This is an optimization exercise on Yosys and OpenROAD, whose aim is small area, a short achievable clock period and few clock cycles per item, not a production implementation.
Only simulation tests tie the RTL to the original design; equivalence was not proved.

===== run.sh =====
#!/bin/bash
# synth_recipe.tcl (not shown) runs the flow's synth.tcl, then flattens the netlist and writes it again
# the make line also repeats each setting of config.mk as NAME=value (left out here)
make -C /OpenROAD-flow-scripts/flow DESIGN_CONFIG=/design/flow/config.mk WORK_HOME=/design/flow/orfs CLKGATE_MAP_FILE= SYNTH_SCRIPT=/design/flow/synth_recipe.tcl finish

===== config.mk =====
export PLATFORM = sky130hd
export DESIGN_NAME = bce_mean_loss
export DESIGN_NICKNAME = bce_mean_loss
export VERILOG_FILES = /design/flow/design.v
export SDC_FILE = /design/flow/constraint.sdc
export NUM_CORES = 4
export LEC_CHECK = 0
export CAP_MARGIN = 20
export CORE_MARGIN = 2
export CORE_UTILIZATION = 40
export SLEW_MARGIN = 20

===== constraint.sdc =====
create_clock -name core_clock -period 13.0 [get_ports {clk}]
set_input_delay 2.6000 -clock core_clock [delete_from_list [all_inputs] [get_ports {clk}]]
set_output_delay 2.6000 -clock core_clock [all_outputs]
set_load 0.01 [all_outputs]

===== design.v =====
`default_nettype none
package bce_pkg;
  localparam int unsigned ONE_Q = 65536;
  localparam logic [15:0] LN2_Q16 = 16'd45426;
  localparam logic [1:0] REG_DIV_MODE = 2'd0;
  localparam logic [1:0] REG_ROW_LEN  = 2'd1;
  typedef struct packed {
    logic [19:0] loss;
    logic        last;
  } loss_item_t;
  function automatic logic [15:0] log_tab(input logic [5:0] i);
    logic [15:0] v;
    case (i)
      6'd0: v = 16'd0;      6'd1: v = 16'd1016;   6'd2: v = 16'd2017;
      6'd3: v = 16'd3002;   6'd4: v = 16'd3973;   6'd5: v = 16'd4930;
      6'd6: v = 16'd5873;   6'd7: v = 16'd6802;   6'd8: v = 16'd7719;
      6'd9: v = 16'd8623;   6'd10: v = 16'd9515;  6'd11: v = 16'd10394;
      6'd12: v = 16'd11262; 6'd13: v = 16'd12119; 6'd14: v = 16'd12965;
      6'd15: v = 16'd13800; 6'd16: v = 16'd14624; 6'd17: v = 16'd15438;
      6'd18: v = 16'd16242; 6'd19: v = 16'd17037; 6'd20: v = 16'd17821;
      6'd21: v = 16'd18597; 6'd22: v = 16'd19364; 6'd23: v = 16'd20121;
      6'd24: v = 16'd20870; 6'd25: v = 16'd21611; 6'd26: v = 16'd22343;
      6'd27: v = 16'd23067; 6'd28: v = 16'd23783; 6'd29: v = 16'd24492;
      6'd30: v = 16'd25193; 6'd31: v = 16'd25886; 6'd32: v = 16'd26573;
      6'd33: v = 16'd27252; 6'd34: v = 16'd27924; 6'd35: v = 16'd28589;
      6'd36: v = 16'd29248; 6'd37: v = 16'd29900; 6'd38: v = 16'd30546;
      6'd39: v = 16'd31185; 6'd40: v = 16'd31818; 6'd41: v = 16'd32445;
      6'd42: v = 16'd33067; 6'd43: v = 16'd33682; 6'd44: v = 16'd34292;
      6'd45: v = 16'd34896; 6'd46: v = 16'd35494; 6'd47: v = 16'd36087;
      6'd48: v = 16'd36675; 6'd49: v = 16'd37258; 6'd50: v = 16'd37835;
      6'd51: v = 16'd38407; 6'd52: v = 16'd38975; 6'd53: v = 16'd39537;
      6'd54: v = 16'd40095; 6'd55: v = 16'd40648; 6'd56: v = 16'd41196;
      6'd57: v = 16'd41740; 6'd58: v = 16'd42280; 6'd59: v = 16'd42815;
      6'd60: v = 16'd43345; 6'd61: v = 16'd43872; 6'd62: v = 16'd44394;
      default: v = 16'd44912;
    endcase
    log_tab = v;
  endfunction
endpackage
`default_nettype wire
`default_nettype none
module bce_front (
  input  wire logic                clk,
  input  wire logic                rst_n,
  input  wire logic                in_valid,
  output logic                     in_ready,
  input  wire logic [16:0]         prediction,
  input  wire logic [16:0]         target,
  input  wire logic                last_element,
  output logic                     fr_valid,
  input  wire logic                fr_ready,
  output bce_pkg::loss_item_t      fr_item
);
  logic        v1_r, v2_r, v3_r, v4_r;
  logic [15:0] p1_r, q1_r;
  logic [16:0] t1_r, t2_r, t3_r;
  logic        l1_r, l2_r, l3_r, l4_r;
  logic [4:0]  ep_r, eq_r;
  logic [30:0] fp_r, fq_r;
  logic [20:0] nlp_r, nlq_r;
  logic [19:0] loss_r;
  logic        adv;
  assign adv      = !v4_r || fr_ready;
  assign in_ready = adv;
  assign fr_valid = v4_r;
  assign fr_item  = {loss_r, l4_r};
  function automatic logic [4:0] msb_pos(input logic [15:0] m);
    logic [4:0] e;
    e = 5'd0;
    for (int i = 0; i < 16; i++) if (m[i]) e = 5'(i);
    msb_pos = e;
  endfunction
  function automatic logic [20:0] neg_ln(input logic [4:0] e, input logic [30:0] f);
    logic [5:0]  idx;
    logic [24:0] rem;
    logic [15:0] lo, hi, lnf;
    logic [40:0] prod;
    idx  = f[30:25];
    rem  = f[24:0];
    lo   = bce_pkg::log_tab(idx);
    hi   = (idx == 6'd63) ? bce_pkg::LN2_Q16 : bce_pkg::log_tab(idx + 6'd1);
    prod = 41'(hi - lo) * 41'(rem);
    lnf  = lo + 16'(prod >> 25);
    neg_ln = 21'(5'd16 - e) * 21'(bce_pkg::LN2_Q16) - 21'(lnf);
  endfunction
  logic [15:0] pc, qc;
  logic [16:0] tc;
  logic [31:0] np, nq;
  always_comb begin
    if (prediction == 17'd0) pc = 16'd1;
    else if (prediction[16] || prediction[15:0] == 16'hFFFF) pc = 16'hFFFF;
    else pc = prediction[15:0];
    tc = (target > 17'(bce_pkg::ONE_Q)) ? 17'(bce_pkg::ONE_Q) : target;
    qc = 16'(17'(bce_pkg::ONE_Q) - 17'(pc));
    np = {16'd0, p1_r} << (5'd31 - msb_pos(p1_r));
    nq = {16'd0, q1_r} << (5'd31 - msb_pos(q1_r));
  end
  logic [38:0] wsum;
  assign wsum = 39'(t3_r) * 39'(nlp_r) + 39'(17'(bce_pkg::ONE_Q) - t3_r) * 39'(nlq_r)
              + 39'(bce_pkg::ONE_Q / 2);
  always_ff @(posedge clk) begin
    if (!rst_n) begin
      v1_r <= 1'b0; v2_r <= 1'b0; v3_r <= 1'b0; v4_r <= 1'b0;
    end else if (adv) begin
      v1_r <= in_valid; v2_r <= v1_r; v3_r <= v2_r; v4_r <= v3_r;
    end
    if (adv) begin
      p1_r <= pc; q1_r <= qc; t1_r <= tc; l1_r <= last_element;
      ep_r <= msb_pos(p1_r); eq_r <= msb_pos(q1_r);
      fp_r <= np[30:0]; fq_r <= nq[30:0]; t2_r <= t1_r; l2_r <= l1_r;
      nlp_r <= neg_ln(ep_r, fp_r); nlq_r <= neg_ln(eq_r, fq_r);
      t3_r <= t2_r; l3_r <= l2_r;
      loss_r <= wsum[35:16]; l4_r <= l3_r;
    end
  end
endmodule
`default_nettype wire
`default_nettype none
module bce_fifo (
  input  wire logic                clk,
  input  wire logic                rst_n,
  input  wire logic                wr_valid,
  output logic                     wr_ready,
  input  wire bce_pkg::loss_item_t wr_item,
  output logic                     rd_valid,
  input  wire logic                rd_ready,
  output bce_pkg::loss_item_t      rd_item
);
  logic [20:0] mem_r [4];
  logic [1:0] wp_r, rp_r;
  logic [2:0] cnt_r;
  logic wr, rd;
  assign wr_ready = cnt_r != 3'd4;
  assign rd_valid = cnt_r != 3'd0;
  assign rd_item  = mem_r[rp_r];
  assign wr = wr_valid && wr_ready;
  assign rd = rd_valid && rd_ready;
  always_ff @(posedge clk) begin
    if (!rst_n) begin
      wp_r <= '0; rp_r <= '0; cnt_r <= '0;
    end else begin
      if (wr) wp_r <= wp_r + 2'd1;
      if (rd) rp_r <= rp_r + 2'd1;
      cnt_r <= cnt_r + 3'(wr) - 3'(rd);
    end
    if (wr) mem_r[wp_r] <= wr_item;
  end
endmodule
`default_nettype wire
`default_nettype none
module bce_back #(
  parameter int MAX_ELEMENTS = 4096
) (
  input  wire logic                clk,
  input  wire logic                rst_n,
  input  wire logic                q_valid,
  output logic                     q_ready,
  input  wire bce_pkg::loss_item_t q_item,
  input  wire logic                div_mode,
  input  wire logic [12:0]         row_len,
  output logic                     out_valid,
  input  wire logic                out_ready,
  output logic [31:0]              out_mean_loss,
  output logic [12:0]              out_element_count
);
  localparam int CW = $clog2(MAX_ELEMENTS + 1);
  typedef enum logic [1:0] {ACC, DIV, HOLD} st_t;
  st_t         st_r;
  logic [47:0] sum_r;
  logic [CW-1:0] cnt_r;
  logic [47:0] quo_r;
  logic [16:0] dvs_r;
  logic [16:0] rmd_r;
  logic [5:0]  bit_r;
  logic [48:0] s_add;
  logic [47:0] s_sat;
  logic [CW-1:0] c_inc;
  logic [17:0] trial;
  assign q_ready   = (st_r == ACC);
  assign out_valid = (st_r == HOLD);
  assign s_add = {1'b0, sum_r} + 49'(q_item.loss);
  assign s_sat = s_add[48] ? '1 : s_add[47:0];
  assign c_inc = (cnt_r == CW'(MAX_ELEMENTS)) ? cnt_r : cnt_r + CW'(1);
  assign trial = {rmd_r, quo_r[47]} - {1'b0, dvs_r};
  always_ff @(posedge clk) begin
    if (!rst_n) begin
      st_r <= ACC; sum_r <= '0; cnt_r <= '0;
    end else begin
      case (st_r)
        ACC: if (q_valid) begin
          if (q_item.last) begin
            quo_r <= s_sat; rmd_r <= '0; bit_r <= 6'd0;
            if (div_mode) dvs_r <= (row_len == 13'd0) ? 17'd1 : 17'(row_len);
            else dvs_r <= 17'(c_inc);
            out_element_count <= 13'(c_inc);
            st_r <= DIV; sum_r <= '0; cnt_r <= '0;
          end else begin
            sum_r <= s_sat; cnt_r <= c_inc;
          end
        end
        DIV: begin
          if (!trial[17]) begin
            rmd_r <= trial[16:0]; quo_r <= {quo_r[46:0], 1'b1};
          end else begin
            rmd_r <= {rmd_r[15:0], quo_r[47]}; quo_r <= {quo_r[46:0], 1'b0};
          end
          bit_r <= bit_r + 6'd1;
          if (bit_r == 6'd47) st_r <= HOLD;
        end
        HOLD: if (out_ready) st_r <= ACC;
        default: st_r <= ACC;
      endcase
    end
  end
  assign out_mean_loss = (quo_r[47:32] != 16'd0) ? 32'hFFFFFFFF : quo_r[31:0];
endmodule
`default_nettype wire
`default_nettype none
module bce_mean_loss #(
  parameter int MAX_ELEMENTS = 4096
) (
  input  wire logic        clk,
  input  wire logic        rst_n,
  input  wire logic        in_valid,
  output logic             in_ready,
  input  wire logic [16:0] in_prediction,
  input  wire logic [16:0] in_target,
  input  wire logic        in_last_element,
  output logic             out_valid,
  input  wire logic        out_ready,
  output logic [31:0]      out_mean_loss,
  output logic [12:0]      out_element_count,
  input  wire logic        cfg_psel,
  input  wire logic        cfg_penable,
  input  wire logic        cfg_pwrite,
  input  wire logic [2:0]  cfg_paddr,
  input  wire logic [31:0] cfg_pwdata,
  output logic [31:0]      cfg_prdata,
  output logic             cfg_pready
);
  logic        mode_r;
  logic [12:0] rowlen_r;
  logic [1:0]  ridx;
  assign ridx = {1'b0, cfg_paddr[2]};
  assign cfg_pready = 1'b1;
  always_comb begin
    case (ridx)
      bce_pkg::REG_DIV_MODE: cfg_prdata = {31'd0, mode_r};
      bce_pkg::REG_ROW_LEN:  cfg_prdata = {19'd0, rowlen_r};
      default:               cfg_prdata = 32'd0;
    endcase
  end
  always_ff @(posedge clk) begin
    if (!rst_n) begin
      mode_r <= 1'b0; rowlen_r <= 13'd1;
    end else if (cfg_psel && cfg_penable && cfg_pwrite) begin
      if (ridx == bce_pkg::REG_DIV_MODE) mode_r <= cfg_pwdata[0];
      else if (ridx == bce_pkg::REG_ROW_LEN) rowlen_r <= cfg_pwdata[12:0];
    end
  end
  logic fr_valid, fr_ready, q_valid, q_ready;
  bce_pkg::loss_item_t fr_item, q_item;
  bce_front u_front (.clk, .rst_n, .in_valid, .in_ready,
    .prediction(in_prediction), .target(in_target), .last_element(in_last_element),
    .fr_valid, .fr_ready, .fr_item);
  bce_fifo u_fifo (.clk, .rst_n, .wr_valid(fr_valid), .wr_ready(fr_ready),
    .wr_item(fr_item), .rd_valid(q_valid), .rd_ready(q_ready), .rd_item(q_item));
  bce_back #(.MAX_ELEMENTS(MAX_ELEMENTS)) u_back (.clk, .rst_n, .q_valid, .q_ready,
    .q_item, .div_mode(mode_r), .row_len(rowlen_r), .out_valid, .out_ready,
    .out_mean_loss, .out_element_count);
endmodule
`default_nettype wire

==> run summary <==
* Crit-path max cell delay at around 0.58 ns
* Number of buffers created by CTS at 55
* Crit-path max FO at 32
* Vias in the first global route at 55400
* Final Hold Fails at 0
* Max Clock Skew at roughly 0.027 ns
* Seq/Total Area, Yosys at approximately a fifth
* Largest net degree at the start of global routing at 92
* Post-synth EDFFs at 367
* # DRC at 0
* Port Buffers at 115
* DIE AREA at 180000 um2
* Hold crit path type: flop to flop
* Synth cell types at 107
* Crit path time final at 12.43 ns
* Area grow syn2layout at 10.5%
* Startpoint types: flop
* Routed wire length at approximately 180000 um
* Max Freq at about 80 MHz
* Clock transition at path regs at 0.07 ns
* Die height at between 400 and 500 um
* Final non-filler cell total at about 10000
* Via/cell ratio at between 5 and 6
* Layout cells sized above 1 at under 10%
* Most instantiated cells after synthesis: inv_1 (1197), fa_1 (998), nand2_1 (966)
* Area leader, netlist: fa_1
* Num rows at approximately 150
* Reg2reg start: u_front.fp_r[25]
* WP data required at between 10 and 15 ns
* Worst setup EP type: flop
* Warnings, synthesis at 4
* Status: no timing/DRC/antenna violations
* Post-DP HPWL at 143000 um
* Initial Util at 40.2%
* Count leader, synth: inv_1
* Worst hold start: u_front.t2_r[12]
* Worst slew pin tran at 1.16 ns
* I/O pins at ~160
* Post-synthesis area per instance at 9.21 um2
* # nets final at between 9000 and 10000
* GRT overflow at 0
* Crit path max-delay cell type: fa_1
* Global-route wire length before repair at around 290000 um
* CTS Sinks at between 400 and 500
* Placed cells at about 10000
* Initial drt markers at between 3000 and 4000
* Fin util at between 40% and 50%
* Per-cell routed wire length at 17.4 um
* Synth area leaders: fa_1 (28%), edfxtp_1 (16%), ha_1 (12%)
* Most used DFF post-synth: edfxtp_1
* Synth Register Bits at 489
* Top cell type's share of synthesized area at 28.3%
* Max cap viols at 0
* Routed Antenna Nets at 0
* Synthesized area at around 71000 um2
* H-tree levels at 2
* # setup viols final at 0
* Core area at ~180000 um2
* Placed cell areas at roughly 76000 um2
* Most frequent CP cell: ha_1
* Drt first pass iters at 7
* Final Cell Area at about 78000 um2
* Routed vias at around 53000
* Worst-Skew Late Latency at 0.65 ns
* Synth Instances at around 7700
* Critical Path Source: u_front.fp_r[25]
* CTS tree: built
* CTS max path bufs at 3
* Chip Width at ~420 um
* Global-route usage over all layers at about a fifth
* Max Slew Vio Count at 0
* Async set-reset flop share out of synthesis at 0%
* Root Buffer: clkbuf_16
* Critical Path AT at about 13 ns
* GPL Wtd Cong at ~0.90
* WS Path Type: flop to flop
* Relative slew slack at about 22%
* RSZ-0062 raised after global routing: true
* Fin crit share at between 90% and 100%
* Initial antenna violation count at 4
kinds of logic after synthesis:
kind of cell,after synthesis,synth area share (%)
adders and majority gates,1661,40.1
AOI/OAI and AO/OA,1138,10.5
DFF,489,19.1
and+or+nand+nor,2378,15.9
muxes,75,1.63
buffers and inverters,1591,8.68
xor gates and xnor gates,333,4.13
other,2,0.0106
through the flow:
stage | hold WS, ns | setup WS, ns | setup TNS [ns]
global route | 0.406 | -0.111 | -0.360
finish | 0.405 | 0.566 | 0
CTS | 0.406 | 0.0178 | 0
detailed placement | 0.405 | -0.269 | -0.924
global placement | 0.401 | -0.208 | -0.741
floorplan | 0.400 | 0.812 | 0
layout by cell type (no fill, tap or decap), types with 26 or more instances in the layout:
cell             count
or2_2               55
a211oi_1            67
a21boi_0            32
o211ai_1            39
clkbuf_16           60
fa_1               998
nor4_1              33
and2_1             430
nand2b_1            42
inv_1             1196
edfxtp_1           367
o21ai_0            273
buf_4              315
clkdlybuf4s50_1    115
a21oi_1            289
xnor2_1            237
mux4_2              28
o21a_1              37
a31oi_1             53
nand3_1            100
a21o_1              46
ha_1               659
o31ai_1             26
nor2_1             407
nand2_1            966
xor2_1              79
nor2b_1             82
dfxtp_1            121
and3_1              37
nor3_1             120
state kept, by name (all words and copies together) (netlist names), 16 cells and up, named ones only:
register,count
u_back.sum_r,48
u_front.t1_r,17
u_back.quo_r,48
u_front.t2_r,17
u_front.loss_r,20
u_front.q1_r,16
u_front.nlp_r,21
u_back.rmd_r,17
u_front.t3_r,17
u_fifo.mem_r,84
u_front.nlq_r,21
worst paths after layout:
| path | to | slack (ns) | cells past startpoint |
|---|---|---|---|
| worst min register to register | u_front.t3_r[12] | 0.40 | 0 |
| worst max-delay path | u_front.nlp_r[19] | 0.57 | 55 |
| worst min-delay path | u_front.t3_r[12] | 0.40 | 0 |
| worst max register to register | u_front.nlp_r[19] | 0.57 | 55 |
per-layer routing:
layer | up-vias | wire length [um] | GRT usage [%] | share of wire (%)
met5 | - | 0 | 0 | 0
met4 | 0 | 3700 | 4.42 | 2.1
met2 | 1269 | 86900 | 34.5 | 49
li1 | 25100 | - | - | -
met1 | 26700 | 79300 | 26.6 | 45
met3 | 233 | 7690 | 1.98 | 4.3
critical path: cells and delay by family (launching register included):
| kind | cells | cell delay, ns |
|---|---|---|
| and+or+nand+nor | 12 | 2.13 |
| DFF | 1 | 0.46 |
| adders and majority gates | 14 | 4.75 |
| buffers and inverters | 9 | 1.15 |
| xor gates and xnor gates | 5 | 0.92 |
| AOI/OAI and AO/OA | 15 | 2.73 |
cell type report:
type                            instances  area [um2]
Timing Repair Buffer                  437        3640
Clock inverter                         35         427
Timing Repair inverter                  1        5.00
Fill cell                           17100       97700
Clock buffer                           69        1560
Antenna cell                            2        5.00
Inverter                             1205        4530
Sequential cell                       489       13500
Multi-Input combinational cell       5605       51400
Tap cell                             2340        2930
repair_timing:
item                                    4_1_cts  5_1_grt
endpoints found under the setup margin        6       17
hold buffers                                  0        0
setup buffers                                 0       13
gates cloned                                  0        1
pin swaps                                     0        7
gates resized for setup                       3       60
Testbench counts, summed over its fixed seeds: cycles 39,364, items 16,000.

## afterwards: timing with drivers on the ports
The results above use ideal ports. As a check the final layout listed here was re-extracted and re-timed, cells and wires unchanged. Step 1 (the two cells are an assumption about what drives the block):
set clk [get_ports {clk}]
set_driving_cell -lib_cell sky130_fd_sc_hd__clkbuf_16 $clk
set_driving_cell -lib_cell sky130_fd_sc_hd__buf_2 [delete_from_list [all_inputs] $clk]
Step 2 moves the port delays by t, midway between the first and last clock arrival at a register: inputs arrive t later, outputs are due t later. That takes back most of the time a late clock gives input paths. Three values: ideal ports, drivers, drivers and shift; two values: the first two.
t (ns): 0.722
slack for setup (ns): 0.566 / 0.566 / 0.566
hold WS [ns]: 0.405 / 0.405 / 0.405
worst setup path at the end: register to register
worst register clock-pin slew, ns: 0.07 / 0.07
After both steps this run still meets setup and hold. For this run, drivers alone change the setup slack by 0.000 ns; drivers and shift together by 0.000 ns.
